This is an optimization exercise on Yosys and OpenROAD, whose aim is small area, not a production implementation.
Function was checked by simulation only, so behaviour that the tests miss may differ from the original.
The clock port is modelled as an ideal driver; clocking choices that lean on that would not hold on a real chip.
No activity file was given, so power comes from the tool's default toggle rates.

==> run a: inputs <==
==> flow/design.v <==
package rv_isa_pkg;
    localparam logic [6:0] OPC_OPIMM  = 7'b0010011;
    localparam logic [6:0] OPC_AUIPC  = 7'b0010111;
    localparam logic [6:0] OPC_LUI    = 7'b0110111;
    localparam logic [6:0] OPC_SYSTEM = 7'b1110011;
    localparam logic [2:0] F3_ADDI = 3'b000;
    localparam logic [2:0] F3_PRIV = 3'b000;
    localparam logic [11:0] IMM_EBREAK = 12'h001;
    typedef enum logic [1:0] {
        CMD_NOP  = 2'd0,   
        CMD_ADD  = 2'd1,   
        CMD_PASS = 2'd2,   
        CMD_HALT = 2'd3    
    } cmd_e;
    typedef struct packed {
        logic [11:0]             imm12;
        logic [5-1:0] rs1;
        logic [2:0]              funct3;
        logic [5-1:0] rd;
        logic [6:0]              opcode;
    } i_fmt_t;
    typedef struct packed {
        logic [19:0]             imm20;
        logic [5-1:0] rd;
        logic [6:0]              opcode;
    } u_fmt_t;
    typedef union packed {
        i_fmt_t i_fmt;
        u_fmt_t u_fmt;
    } inst_u;
endpackage
package core_apb_pkg;
    localparam logic [8-1:0] ADDR_INST     = 8'h00;   
    localparam logic [8-1:0] ADDR_PC       = 8'h04;   
    localparam logic [8-1:0] ADDR_STATUS   = 8'h08;   
    localparam logic [8-1:0] ADDR_REG_BASE = 8'h80;
    localparam int unsigned STAT_HALTED  = 0;   
    localparam int unsigned STAT_ILLEGAL = 1;   
endpackage
module core_top (
    input  logic                    clk,
    input  logic                    arst_n,
    input  logic                    psel,
    input  logic                    penable,
    input  logic                    pwrite,
    input  logic [8-1:0] paddr,
    input  logic [32-1:0]   pwdata,
    output logic [32-1:0]   prdata,
    output logic                    pready,
    output logic                    pslverr
);
    localparam int unsigned NREGS = 1 << 5;
    logic [31:0] inst;
    logic        inst_vld;   
    logic [31:2] pc;
    logic        exec;       
    logic        halted;
    logic        illegal;
    logic        clr;        
    logic [31:0] regs [1:NREGS-1];
    logic [6:0] opcode;
    logic [2:0] funct3;
    logic       is_addi, is_lui, is_auipc, is_ebreak, is_legal;
    assign opcode    = inst[6:0];
    assign funct3    = inst[14:12];
    assign is_addi   = (opcode == 7'b0010011) && (funct3 == 3'b000);
    assign is_lui    = (opcode == 7'b0110111);
    assign is_auipc  = (opcode == 7'b0010111);
    assign is_ebreak = (opcode == 7'b1110011) && (funct3 == 3'b000) && (inst[31:20] == 12'h001);
    assign is_legal  = is_addi || is_lui || is_auipc || is_ebreak;
    logic                access;
    logic                hi;           
    logic                lo_ok;        
    logic                inst_we;
    logic [4:0]          ra_d, ra;           
    logic                ra_en_d, ra_en;     
    logic                sel_pc_d, sel_pc;
    logic                sel_inst_d, sel_inst;
    logic                sel_stat_d, sel_stat;
    logic [NREGS-1:1]    sel_r;
    logic [31:0]         rdata;
    assign access = psel && penable;
    assign hi     = paddr[7] && (paddr[1:0] == 2'b00);
    assign lo_ok  = (paddr[7:4] == 4'h0) && (paddr[1:0] == 2'b00);
    always_comb begin
        if (inst_we) begin
            ra_d       = pwdata[19:15];
            ra_en_d    = (pwdata[6:0] == 7'b0010011) && (pwdata[14:12] == 3'b000);
            sel_pc_d   = (pwdata[6:0] == 7'b0010111);
            sel_inst_d = 1'b0;
            sel_stat_d = 1'b0;
        end else begin
            ra_d       = paddr[6:2];
            ra_en_d    = hi;
            sel_pc_d   = lo_ok && (paddr[3:2] == 2'b01);
            sel_inst_d = lo_ok && (paddr[3:2] == 2'b00) && inst_vld;
            sel_stat_d = lo_ok && (paddr[3:2] == 2'b10);
        end
    end
    always_ff @(posedge clk) begin
        ra <= ra_d;
    end
    always_ff @(posedge clk or negedge arst_n) begin
        if (!arst_n) begin
            ra_en    <= 1'b0;
            sel_pc   <= 1'b0;
            sel_inst <= 1'b0;
            sel_stat <= 1'b0;
        end else begin
            ra_en    <= ra_en_d;
            sel_pc   <= sel_pc_d;
            sel_inst <= sel_inst_d;
            sel_stat <= sel_stat_d;
        end
    end
    always_comb begin
        for (int i = 1; i < NREGS; i++) begin
            sel_r[i] = ra_en && (ra == i[4:0]);
        end
    end
    always_comb begin
        rdata = ({pc, 2'b00} & {32{sel_pc}}) |
                (inst & {32{sel_inst}}) |
                ({30'd0, illegal, halted} & {32{sel_stat}});
        for (int i = 1; i < NREGS; i++) begin
            rdata = rdata | (regs[i] & {32{sel_r[i]}});
        end
    end
    logic wr_ok, rd_ok;
    assign wr_ok   = (paddr == 8'h00) && !halted;
    assign rd_ok   = hi || (lo_ok && (paddr[3:2] != 2'b11));
    assign inst_we = access && pwrite && wr_ok;
    assign prdata  = rdata;
    assign pready  = 1'b1;
    assign pslverr = access && (pwrite ? !wr_ok : !rd_ok);
    logic        imm_u, imm_i;
    logic [31:0] imm;
    logic [31:0] result;
    logic        wen;
    assign imm_u = exec && (is_lui || is_auipc);
    assign imm_i = exec && !(is_lui || is_auipc);
    assign imm   = ({inst[31:12], 12'h000} & {32{imm_u}}) |
                   ({{20{inst[31]}}, inst[31:20]} & {32{imm_i}});
    logic [31:0] ap, ag, bp, bg;
    always_comb begin
        ap = rdata ^ imm;
        ag = rdata & imm;
        bp = ap;
        bg = ag;
        for (int i = 1; i <= 5; i++) begin
            for (int j = 2**i - 1; j < 32; j = j + 2**i) begin
                bg[j] = bg[j] | (bp[j] & bg[j - 2**(i-1)]);
                bp[j] = bp[j] & bp[j - 2**(i-1)];
            end
        end
        for (int i = 5; i > 0; i--) begin
            for (int j = 2**i + 2**(i-1) - 1; j < 32; j = j + 2**i) begin
                bg[j] = bg[j] | (bp[j] & bg[j - 2**(i-1)]);
                bp[j] = bp[j] & bp[j - 2**(i-1)];
            end
        end
        result = ap ^ {bg[30:0], 1'b0};
    end
    assign wen = exec && (is_addi || is_lui || is_auipc) && (inst[11:7] != 5'd0);
    always_ff @(posedge clk) begin
        for (int i = 1; i < NREGS; i++) begin
            if (clr || (wen && (inst[11:7] == i[4:0]))) begin
                regs[i] <= result;
            end
        end
    end
    always_ff @(posedge clk or negedge arst_n) begin
        if (!arst_n) begin
            clr <= 1'b1;
        end else begin
            clr <= 1'b0;
        end
    end
    always_ff @(posedge clk) begin
        if (inst_we) begin
            inst <= pwdata;
        end
    end
    always_ff @(posedge clk or negedge arst_n) begin
        if (!arst_n) begin
            inst_vld <= 1'b0;
            exec     <= 1'b0;
            pc       <= 30'h2000_0000;   
            halted   <= 1'b0;
            illegal  <= 1'b0;
        end else begin
            exec <= inst_we;   
            if (inst_we) begin
                inst_vld <= 1'b1;
            end
            if (exec) begin
                if (is_ebreak) begin
                    halted <= 1'b1;
                end else begin
                    pc <= pc + 30'd1;
                end
                if (!is_legal) begin
                    illegal <= 1'b1;
                end
            end
        end
    end
endmodule
==> flow/run.sh <==
#!/bin/bash
# synth_recipe.tcl (not shown) runs the flow's synth.tcl, then flattens the netlist and writes it again
# the make line also repeats each setting of config.mk as NAME=value (left out here)
make -C /OpenROAD-flow-scripts/flow DESIGN_CONFIG=/design/flow/config.mk WORK_HOME=/design/flow/orfs CLKGATE_MAP_FILE= SYNTH_SCRIPT=/design/flow/synth_recipe.tcl finish
==> flow/config.mk <==
export PLATFORM = sky130hd
export DESIGN_NAME = core_top
export DESIGN_NICKNAME = core_top
export VERILOG_FILES = /design/flow/design.v
export SDC_FILE = /design/flow/constraint.sdc
export NUM_CORES = 4
export LEC_CHECK = 0
export CAP_MARGIN = 15
export CORE_MARGIN = 2
export CORE_UTILIZATION = 45
export CTS_BUF_LIST = sky130_fd_sc_hd__clkbuf_4 sky130_fd_sc_hd__clkbuf_8
export CTS_CLUSTER_DIAMETER = 50
export CTS_CLUSTER_SIZE = 12
export GPL_TIMING_DRIVEN = 0
export PLACE_DENSITY = 0.6
export SETUP_SLACK_MARGIN = 0.6
export SLEW_MARGIN = 15
==> flow/constraint.sdc <==
create_clock -name core_clock -period 8.0 [get_ports {clk}]
set_input_delay 1.6000 -clock core_clock [delete_from_list [all_inputs] [get_ports {clk}]]
set_output_delay 1.6000 -clock core_clock [all_outputs]
set_load 0.01 [all_outputs]
==> inputs of run b, as changes to run a <==
==> flow/design.v, changed modules only <==
module core_top (
    input  logic                    clk,
    input  logic                    arst_n,
    input  logic                    psel,
    input  logic                    penable,
    input  logic                    pwrite,
    input  logic [8-1:0] paddr,
    input  logic [32-1:0]   pwdata,
    output logic [32-1:0]   prdata,
    output logic                    pready,
    output logic                    pslverr
);
    localparam int unsigned NREGS = 1 << 5;
    logic [31:0] inst;
    logic [31:2] pc;
    logic        exec;       
    logic        halted;
    logic        illegal;
    logic        clr;        
    logic [31:0] regs [1:NREGS-1];
    logic [6:0] opcode;
    logic [2:0] funct3;
    logic       is_addi, is_lui, is_auipc, is_ebreak, is_legal;
    assign opcode    = inst[6:0];
    assign funct3    = inst[14:12];
    assign is_addi   = (opcode == 7'b0010011) && (funct3 == 3'b000);
    assign is_lui    = (opcode == 7'b0110111);
    assign is_auipc  = (opcode == 7'b0010111);
    assign is_ebreak = (opcode == 7'b1110011) && (funct3 == 3'b000) && (inst[31:20] == 12'h001);
    assign is_legal  = is_addi || is_lui || is_auipc || is_ebreak;
    logic                access;
    logic                hi;           
    logic                lo_ok;        
    logic [4:0]          ra;           
    logic                ra_en;        
    logic                sel_pc, sel_inst, sel_stat;
    logic [NREGS-1:1]    sel_r;
    logic [31:0]         rdata;
    assign access = psel && penable;
    assign hi     = paddr[7] && (paddr[1:0] == 2'b00);
    assign lo_ok  = (paddr[7:4] == 4'h0) && (paddr[1:0] == 2'b00);
    assign ra       = exec ? inst[19:15] : paddr[6:2];
    assign ra_en    = exec ? is_addi : hi;
    assign sel_pc   = exec ? is_auipc : (lo_ok && (paddr[3:2] == 2'b01));
    assign sel_stat = !exec && lo_ok && (paddr[3:2] == 2'b10);
    assign sel_inst = !exec && lo_ok && (paddr[3:2] == 2'b00);
    always_comb begin
        for (int i = 1; i < NREGS; i++) begin
            sel_r[i] = ra_en && (ra == i[4:0]);
        end
    end
    always_comb begin
        rdata = ({pc, 2'b00} & {32{sel_pc}}) |
                (inst & {32{sel_inst}}) |
                ({30'd0, illegal, halted} & {32{sel_stat}});
        for (int i = 1; i < NREGS; i++) begin
            rdata = rdata | (regs[i] & {32{sel_r[i]}});
        end
    end
    logic wr_ok, rd_ok, inst_we;
    assign wr_ok   = (paddr == 8'h00) && !halted;
    assign rd_ok   = hi || (lo_ok && (paddr[3:2] != 2'b11));
    assign inst_we = access && pwrite && wr_ok;
    assign prdata  = rdata;
    assign pready  = 1'b1;
    assign pslverr = access && (pwrite ? !wr_ok : !rd_ok);
    logic [31:0] imm;
    logic [31:0] result;
    logic [31:0] wdata;
    logic        wen;
    assign imm    = (is_lui || is_auipc) ? {inst[31:12], 12'h000}
                                         : {{20{inst[31]}}, inst[31:20]};
    assign result = rdata + imm;   
    assign wen   = exec && (is_addi || is_lui || is_auipc) && (inst[11:7] != 5'd0);
    assign wdata = clr ? 32'd0 : result;
    always_ff @(posedge clk) begin
        for (int i = 1; i < NREGS; i++) begin
            if (clr || (wen && (inst[11:7] == i[4:0]))) begin
                regs[i] <= wdata;
            end
        end
    end
    always_ff @(posedge clk or negedge arst_n) begin
        if (!arst_n) begin
            clr <= 1'b1;
        end else begin
            clr <= 1'b0;
        end
    end
    always_ff @(posedge clk or negedge arst_n) begin
        if (!arst_n) begin
            inst    <= '0;
            exec    <= 1'b0;
            pc      <= 30'h2000_0000;   
            halted  <= 1'b0;
            illegal <= 1'b0;
        end else begin
            exec <= inst_we;   
            if (inst_we) begin
                inst <= pwdata;
            end
            if (exec) begin
                if (is_ebreak) begin
                    halted <= 1'b1;
                end else begin
                    pc <= pc + 30'd1;
                end
                if (!is_legal) begin
                    illegal <= 1'b1;
                end
            end
        end
    end
endmodule
CAP_MARGIN = 0   (was 15)
CORE_UTILIZATION = 50   (was 45)
CTS_BUF_LIST = sky130_fd_sc_hd__clkbuf_2 sky130_fd_sc_hd__clkbuf_4   (was sky130_fd_sc_hd__clkbuf_4 sky130_fd_sc_hd__clkbuf_8)
CTS_CLUSTER_DIAMETER = not set   (was 50)
CTS_CLUSTER_SIZE = not set   (was 12)
PLACE_DENSITY = 0.65   (was 0.6)
SETUP_SLACK_MARGIN = not set   (was 0.6)
SLEW_MARGIN = 0   (was 15)
==> inputs of run c, as changes to run a <==
==> flow/flow/run.sh (new file) <==
#!/bin/bash
# Standard synthesis, unchanged; then the standard layout with these changes to
# how it is made:
#  - clock tree: sink clusters of up to 10 on clkbuf_4, and no dummy loads
#  - port buffers: sky130_fd_sc_hd__buf_1 on every input and output port
#  - buffers from synthesis are removed before global placement
#    (flow/place_prep.tcl), and repair may not use buffers larger than buf_4
#    (flow/dont_use.tcl, run before each repairing step)
set -euo pipefail
bash standard.sh synth > synth.log 2>&1
export CTS_ARGS='-sink_clustering_enable -repair_clock_nets -sink_clustering_size 10 -sink_clustering_max_diameter 35 -buf_list {sky130_fd_sc_hd__clkbuf_4} -dont_use_dummy_load'
export BUFFER_PORTS_ARGS="-inputs -outputs -buffer_cell sky130_fd_sc_hd__buf_1"
DU="$PWD/flow/dont_use.tcl"
export PRE_FLOORPLAN_TCL="$DU" PRE_GLOBAL_PLACE_TCL="$PWD/flow/place_prep.tcl" PRE_RESIZE_TCL="$DU" PRE_DETAIL_PLACE_TCL="$DU" PRE_CTS_TCL="$DU" PRE_REPAIR_TIMING_POST_PLACE_TCL="$DU" PRE_DETAIL_ROUTE_TCL="$DU"
bash standard.sh > layout.log 2>&1
==> flow/flow/dont_use.tcl (new file) <==
# Keep repair from using the largest buffers, so it fixes slew with smaller ones.
set_dont_use {sky130_fd_sc_hd__buf_6 sky130_fd_sc_hd__buf_8 sky130_fd_sc_hd__buf_12 sky130_fd_sc_hd__buf_16 sky130_fd_sc_hd__bufbuf_8 sky130_fd_sc_hd__bufbuf_16 sky130_fd_sc_hd__clkbuf_16}
==> flow/flow/place_prep.tcl (new file) <==
# Before global placement: drop the buffers that synthesis inserted, so that
# repair (limited to small buffers by dont_use.tcl) buffers the nets itself.
source [file join [file dirname [info script]] dont_use.tcl]
remove_buffers
==> flow/standard.sh (new file) <==
#!/bin/bash
# synth_recipe.tcl (not shown) runs the flow's synth.tcl, then flattens the netlist and writes it again
# the make line also repeats each setting of config.mk as NAME=value (left out here)
make -C /OpenROAD-flow-scripts/flow DESIGN_CONFIG=/design/flow/config.mk WORK_HOME=/design/flow/orfs CLKGATE_MAP_FILE= SYNTH_SCRIPT=/design/flow/synth_recipe.tcl "${@:-finish}"
CAP_MARGIN = 25   (was 15)
CORE_UTILIZATION = 40   (was 45)
CTS_BUF_LIST = sky130_fd_sc_hd__clkbuf_4   (was sky130_fd_sc_hd__clkbuf_4 sky130_fd_sc_hd__clkbuf_8)
CTS_CLUSTER_DIAMETER = 35   (was 50)
CTS_CLUSTER_SIZE = 10   (was 12)
SLEW_MARGIN = 25   (was 15)
removed: flow/run.sh
==> inputs of run d, as changes to run a <==
SETUP_SLACK_MARGIN = not set   (was 0.6)
==> notes.md <==
| quantity | run d | run b | run a | run c |
|---|---|---|---|---|
| Ratio of cells with drive above 1 in the final layout | 14.28% | 24.03% | 14.60% | 16.46% |
| DR pass1 iterations | 8 | 10 | 7 | 9 |
| Worst-path cell with the longest stage delay | a222oi_1 | a222oi_1 | fa_1 | or4_1 |
| Final wirelength | 162400 um | 170400 um | 162400 um | 143100 um |
| Status | failed layout checks | failed layout checks | failed layout checks | finished clean |
| Violated checks | negative setup slack | max-capacitance violations, max-slew violations, negative setup slack | max-capacitance violations, max-slew violations | - |
| Number of max-cap violations | 0 | 1 | 1 | 0 |
| Final hold slack | 0.4714 ns | 0.5007 ns | 0.4689 ns | 0.4752 ns |
| Count of final max-slew check failures | 0 | 1 | 10 | 0 |
| Type of element launching the critical path | flop | input port | flop | flop |
| Clock root buffer | clkbuf_8 | clkbuf_4 | clkbuf_8 | - |
| Number of synthesized register bits | 1068 | 1058 | 1068 | 1068 |
| Gate Count Post-Synth | 2272 | 2708 | 2272 | 2272 |
| Largest incremental delay on the critical path | 0.91 ns | 1.25 ns | 1.23 ns | 0.79 ns |
| Synthesized area per cell | 17.67 sq um | 15.67 sq um | 17.67 sq um | 17.67 sq um |
| Number of different library cells in the post-synthesis netlist | 50 | 108 | 50 | 50 |
| Logic power comb | 529 uW | 667 uW | 529 uW | 414 uW |
| Multi-input gate share of total cell area | 17.59% | 21.96% | 17.59% | 18.96% |
| DP HPWL | 106100 um | 112400 um | 106100 um | 97720 um |

==> port drivers added, routing unchanged <==
Ports are ideal in the flow. The routed layouts listed here were re-timed in OpenROAD. Step 1 (the two cells are an assumption about what drives the block):
set clk [get_ports {clk}]
set_driving_cell -lib_cell sky130_fd_sc_hd__clkbuf_16 $clk
set_driving_cell -lib_cell sky130_fd_sc_hd__buf_2 [delete_from_list [all_inputs] $clk]
Step 2 times the ports against the registers' clock, not the clock port: input delays grow and output delays shrink by t, the midpoint of the rising clock arrivals with the driver on. Slacks: no drivers / after step 1 / after step 2; pairs: no drivers / after step 1.
run | t, ns | setup slack, ns | hold slack, ns | worst setup path at the end
run a | 0.820 | 0.504 / 0.504 / 0.504 | 0.469 / 0.469 / 0.469 | register to register
run b | 1.171 | -0.075 / -0.097 / -1.153 | 0.501 / 0.464 / 0.501 | input to register
run c | 1.065 | 0.796 / 0.796 / 0.796 | 0.475 / 0.475 / 0.475 | register to register
run d | 0.821 | -0.035 / -0.035 / -0.035 | 0.471 / 0.471 / 0.471 | register to register
For run b, which loses most, drivers alone change the setup slack by -0.022 ns; drivers and shift together by -1.078 ns.
